Background: an optimization exercise with open tools, aiming at small area and a short achievable clock period. Do not read the settings as production practice.
In this exercise RTL edits were held to simulation tests only and were not proved equivalent to the original.
Power is estimated from default activity; no workload was simulated.

wip/violet:
==> flow/design.v (excerpt) <==
module binomial_pipeline_schedule (
  input  logic                              clk_i,
  input  logic                              rst_ni,
  input  logic                              start_i,
  output logic                              busy_o,
  input  logic                              req_type_i,
  input  logic [bps_pkg::RankBits-1:0]      rank_i,
  input  logic [bps_pkg::StepBits-1:0]      step_i,
  input  logic                              cfg_we_i,
  input  logic [bps_pkg::CfgIdxBits-1:0]    cfg_idx_i,
  input  logic [bps_pkg::CfgDataBits-1:0]   cfg_wdata_i,
  output logic                              valid_o,
  output logic                              transfer_valid_o,
  output logic [bps_pkg::RankBits-1:0]      peer_rank_o,
  output logic [bps_pkg::BlockBits-1:0]     block_index_o,
  output logic [bps_pkg::StepBits-1:0]      forged_index_o
);
For scale: roughly 2100 cells after synthesis, about 110 I/O pins, roughly 14000 sq um of cells after synthesis.
Settings: LEC_CHECK=0, ABC_AREA=1, CAP_MARGIN=20, CORE_MARGIN=2, CORE_UTILIZATION=40, SETUP_SLACK_MARGIN=4.4, SLEW_MARGIN=20, TNS_END_PERCENT=20; clock period 7.0 ns.
standard.sh (not shown) runs the stock make flow with config.mk's settings and CLKGATE_MAP_FILE= SYNTH_SCRIPT=/design/flow/synth_recipe.tcl, a recipe that flattens the netlist after the stock synthesis.
==> flow/flow/run.sh <==
#!/bin/bash
# The standard ORFS layout with two changes: Yosys's adder-cell mapping is off, so that ABC
# maps the arithmetic together with the rest of the logic, and the port buffers are
# buf_2 cells. Registers and everything else as in standard.sh; each tool's output lands
# in orfs/logs, make's own output in make_finish.log.
set -euo pipefail
cd "$(dirname "$0")/.."
bash standard.sh ADDER_MAP_FILE= "BUFFER_PORTS_ARGS=-buffer_cell sky130_fd_sc_hd__buf_2" finish > make_finish.log 2>&1
wip/violet: all stages complete, timing, DRC and antenna checks passed
Edits applied to the flow inputs when going from wip/violet to wip/yarrow:
# wip/violet
export LEC_CHECK = 0
export ABC_AREA = 1
export CAP_MARGIN = 20
export CORE_MARGIN = 2
export CORE_UTILIZATION = 40
export SETUP_SLACK_MARGIN = 4.4
export SLEW_MARGIN = 20
export TNS_END_PERCENT = 20
create_clock -name core_clock -period 7.0 [get_ports {clk_i}]
# wip/yarrow
export LEC_CHECK = 0
export ABC_AREA = 1
export CAP_MARGIN = 20
export CORE_MARGIN = 2
export CORE_UTILIZATION = 40
export SETUP_SLACK_MARGIN = 4.4
export SLEW_MARGIN = 20
create_clock -name core_clock -period 7.0 [get_ports {clk_i}]
==> flow/flow/run.sh <==
#!/bin/bash
# The standard ORFS layout with three changes: Yosys's adder-cell mapping is off, so that
# ABC maps the arithmetic together with the rest of the logic; ABC's area script leaves
# out its buffering and upsizing, which would size every gate for an unreachable delay
# target (placement-time repair sizes the gates instead); and the port buffers are buf_2
# cells. Registers and everything else as in standard.sh; each tool's output lands in
# orfs/logs, make's own output in make_finish.log.
set -euo pipefail
cd "$(dirname "$0")/.."
rm -rf scripts_abc
cp -r "$FLOW_HOME/scripts" scripts_abc
cp flow/abc_area.script scripts_abc/abc_area.script
bash standard.sh ADDER_MAP_FILE= "BUFFER_PORTS_ARGS=-buffer_cell sky130_fd_sc_hd__buf_2" \
  SCRIPTS_DIR="$PWD/scripts_abc" finish > make_finish.log 2>&1
==> flow/flow/abc_area.script (new file) <==
strash
dch
map -B 0.9
topo
stime -c
dnsize -c
## What came out
On global-route wire length before repair, wip/violet loses to wip/yarrow. For clock slew at the register clock pins of the worst setup and hold paths, wip/violet and wip/yarrow come out practically identical. Compared with wip/violet, final estimated routing congestion in global placement in wip/yarrow increased slightly. Taking wip/violet as the reference point, the critical path depth of wip/yarrow rises by 3. For wip/yarrow, the last element of the critical path was sl5_q[8], unlike wip/violet, where it was sl5_q[16].
[inputs] wip/xenon vs wip/yarrow
# wip/yarrow
export LEC_CHECK = 0
export ABC_AREA = 1
export CAP_MARGIN = 20
export CORE_MARGIN = 2
export CORE_UTILIZATION = 40
export SETUP_SLACK_MARGIN = 4.4
export SLEW_MARGIN = 20
create_clock -name core_clock -period 7.0 [get_ports {clk_i}]
# wip/xenon
export LEC_CHECK = 0
export ABC_AREA = 1
export CAP_MARGIN = 20
export CORE_MARGIN = 2
export CORE_UTILIZATION = 40
export SETUP_SLACK_MARGIN = 4.5
export SLEW_MARGIN = 20
export TNS_END_PERCENT = 50
create_clock -name core_clock -period 7.0 [get_ports {clk_i}]
==> flow/flow/run.sh <==
#!/bin/bash
# The standard ORFS layout with two changes: Yosys's adder-cell mapping is off, so that ABC
# maps the arithmetic together with the rest of the logic, and the port buffers are
# buf_2 cells. Registers and everything else as in standard.sh; each tool's output lands
# in orfs/logs, make's own output in make_finish.log.
set -euo pipefail
cd "$(dirname "$0")/.."
bash standard.sh ADDER_MAP_FILE= "BUFFER_PORTS_ARGS=-buffer_cell sky130_fd_sc_hd__buf_2" finish > make_finish.log 2>&1
removed: flow/flow/abc_area.script
--- outcome ---
wip/xenon vs wip/yarrow, timing startpoint of the critical path: valid_o vs lx_q[1]. Pin slew with the least headroom to its limit ends up lower on wip/xenon. Compared with wip/yarrow, wip/xenon ends up with a smaller final cell area. Row internal power of the cells: wip/xenon lower / wip/yarrow higher. wip/xenon against wip/yarrow: post-detailed-route via-to-cell ratio essentially unchanged; power after layout shrank by 2.9%; worst setup slack before clock tree synthesis went up. Chip height, wip/xenon vs wip/yarrow: up slightly. The higher number of gates on the worst path with buffers counted came out of wip/yarrow. wip/xenon ends up with a post-route minimum period that is 0.046 ns lower than in wip/yarrow.
Setup changes, wip/xenon to wip/willow
# wip/xenon
export LEC_CHECK = 0
export ABC_AREA = 1
export CAP_MARGIN = 20
export CORE_MARGIN = 2
export CORE_UTILIZATION = 40
export SETUP_SLACK_MARGIN = 4.5
export SLEW_MARGIN = 20
export TNS_END_PERCENT = 50
create_clock -name core_clock -period 7.0 [get_ports {clk_i}]
# wip/willow
export LEC_CHECK = 0
export ABC_AREA = 1
export CAP_MARGIN = 20
export CORE_MARGIN = 2
export CORE_UTILIZATION = 40
export SETUP_SLACK_MARGIN = 4.5
export SLEW_MARGIN = 20
create_clock -name core_clock -period 7.0 [get_ports {clk_i}]
### Flow results
Comparing wip/willow with wip/xenon, the count of nets after finishing came out essentially unchanged.
Power density relative to cell area: wip/willow vs wip/xenon, no meaningful difference
Status: fmax parity (wip/willow, wip/xenon)
Fraction of layout cells with a size suffix above 1: wip/willow vs wip/xenon up 0.35 points
Wire length of the first global-routing pass: wip/xenon vs wip/willow, no meaningful difference
Comparing wip/xenon and wip/willow, the higher design area is on wip/willow.
Here is what was changed in the inputs of wip/fjord compared with wip/willow.
# wip/willow
export LEC_CHECK = 0
export ABC_AREA = 1
export CAP_MARGIN = 20
export CORE_MARGIN = 2
export CORE_UTILIZATION = 40
export SETUP_SLACK_MARGIN = 4.5
export SLEW_MARGIN = 20
create_clock -name core_clock -period 7.0 [get_ports {clk_i}]
# wip/fjord
export LEC_CHECK = 0
export ABC_AREA = 1
export CAP_MARGIN = 5
export CORE_MARGIN = 2
export CORE_UTILIZATION = 40
export SETUP_SLACK_MARGIN = 4.4
export SLEW_MARGIN = 5
create_clock -name core_clock -period 7.0 [get_ports {clk_i}]
Results
On total power: between wip/willow and wip/fjord, it ends up higher for wip/willow.
Final area (wip/fjord vs. wip/willow) decreases by a few percent
Any difference in inverter count of the layout excluding clock inverters between wip/fjord and wip/willow is small enough to ignore.
wip/fjord has completed all stages; timing, DRC and antenna checks passed.

[separate check: timing with driven ports]
The flow's constraints put no driver on any port. The routed layouts listed below were extracted and timed again, unchanged, in two steps. Step 1: set_driving_cell puts a clkbuf_16 on clk_i and a buf_2 on each other input, an assumption about the parent block. Step 2, shift: input delay + t, output delay - t, t = (earliest + latest rising clock arrival at the registers) / 2. This alone moves slack from input paths to output paths. a / b / c = ideal ports / drivers / drivers and shift; a / b = the first two.
run	t (ns)	slack for setup (ns)	hold slack, ns	worst setup path after step 2	worst data-port slew with drivers (ns)
wip/violet	0.631	4.494 / 4.462 / 4.376	0.319 / 0.319 / 0.319	input to register	0.05
wip/yarrow	0.583	4.470 / 4.470 / 4.110	0.314 / 0.314 / 0.314	input to register	0.05
wip/xenon	0.631	4.516 / 4.463 / 4.395	0.320 / 0.320 / 0.320	input to register	0.05
wip/willow	0.631	4.515 / 4.462 / 4.378	0.318 / 0.318 / 0.318	input to register	0.05
wip/fjord	0.631	4.513 / 4.460 / 4.380	0.319 / 0.319 / 0.319	input to register	0.05
After both steps every run listed still meets setup and hold. For wip/yarrow, which loses most, drivers alone change the setup slack by 0.000 ns; drivers and shift together by -0.360 ns.
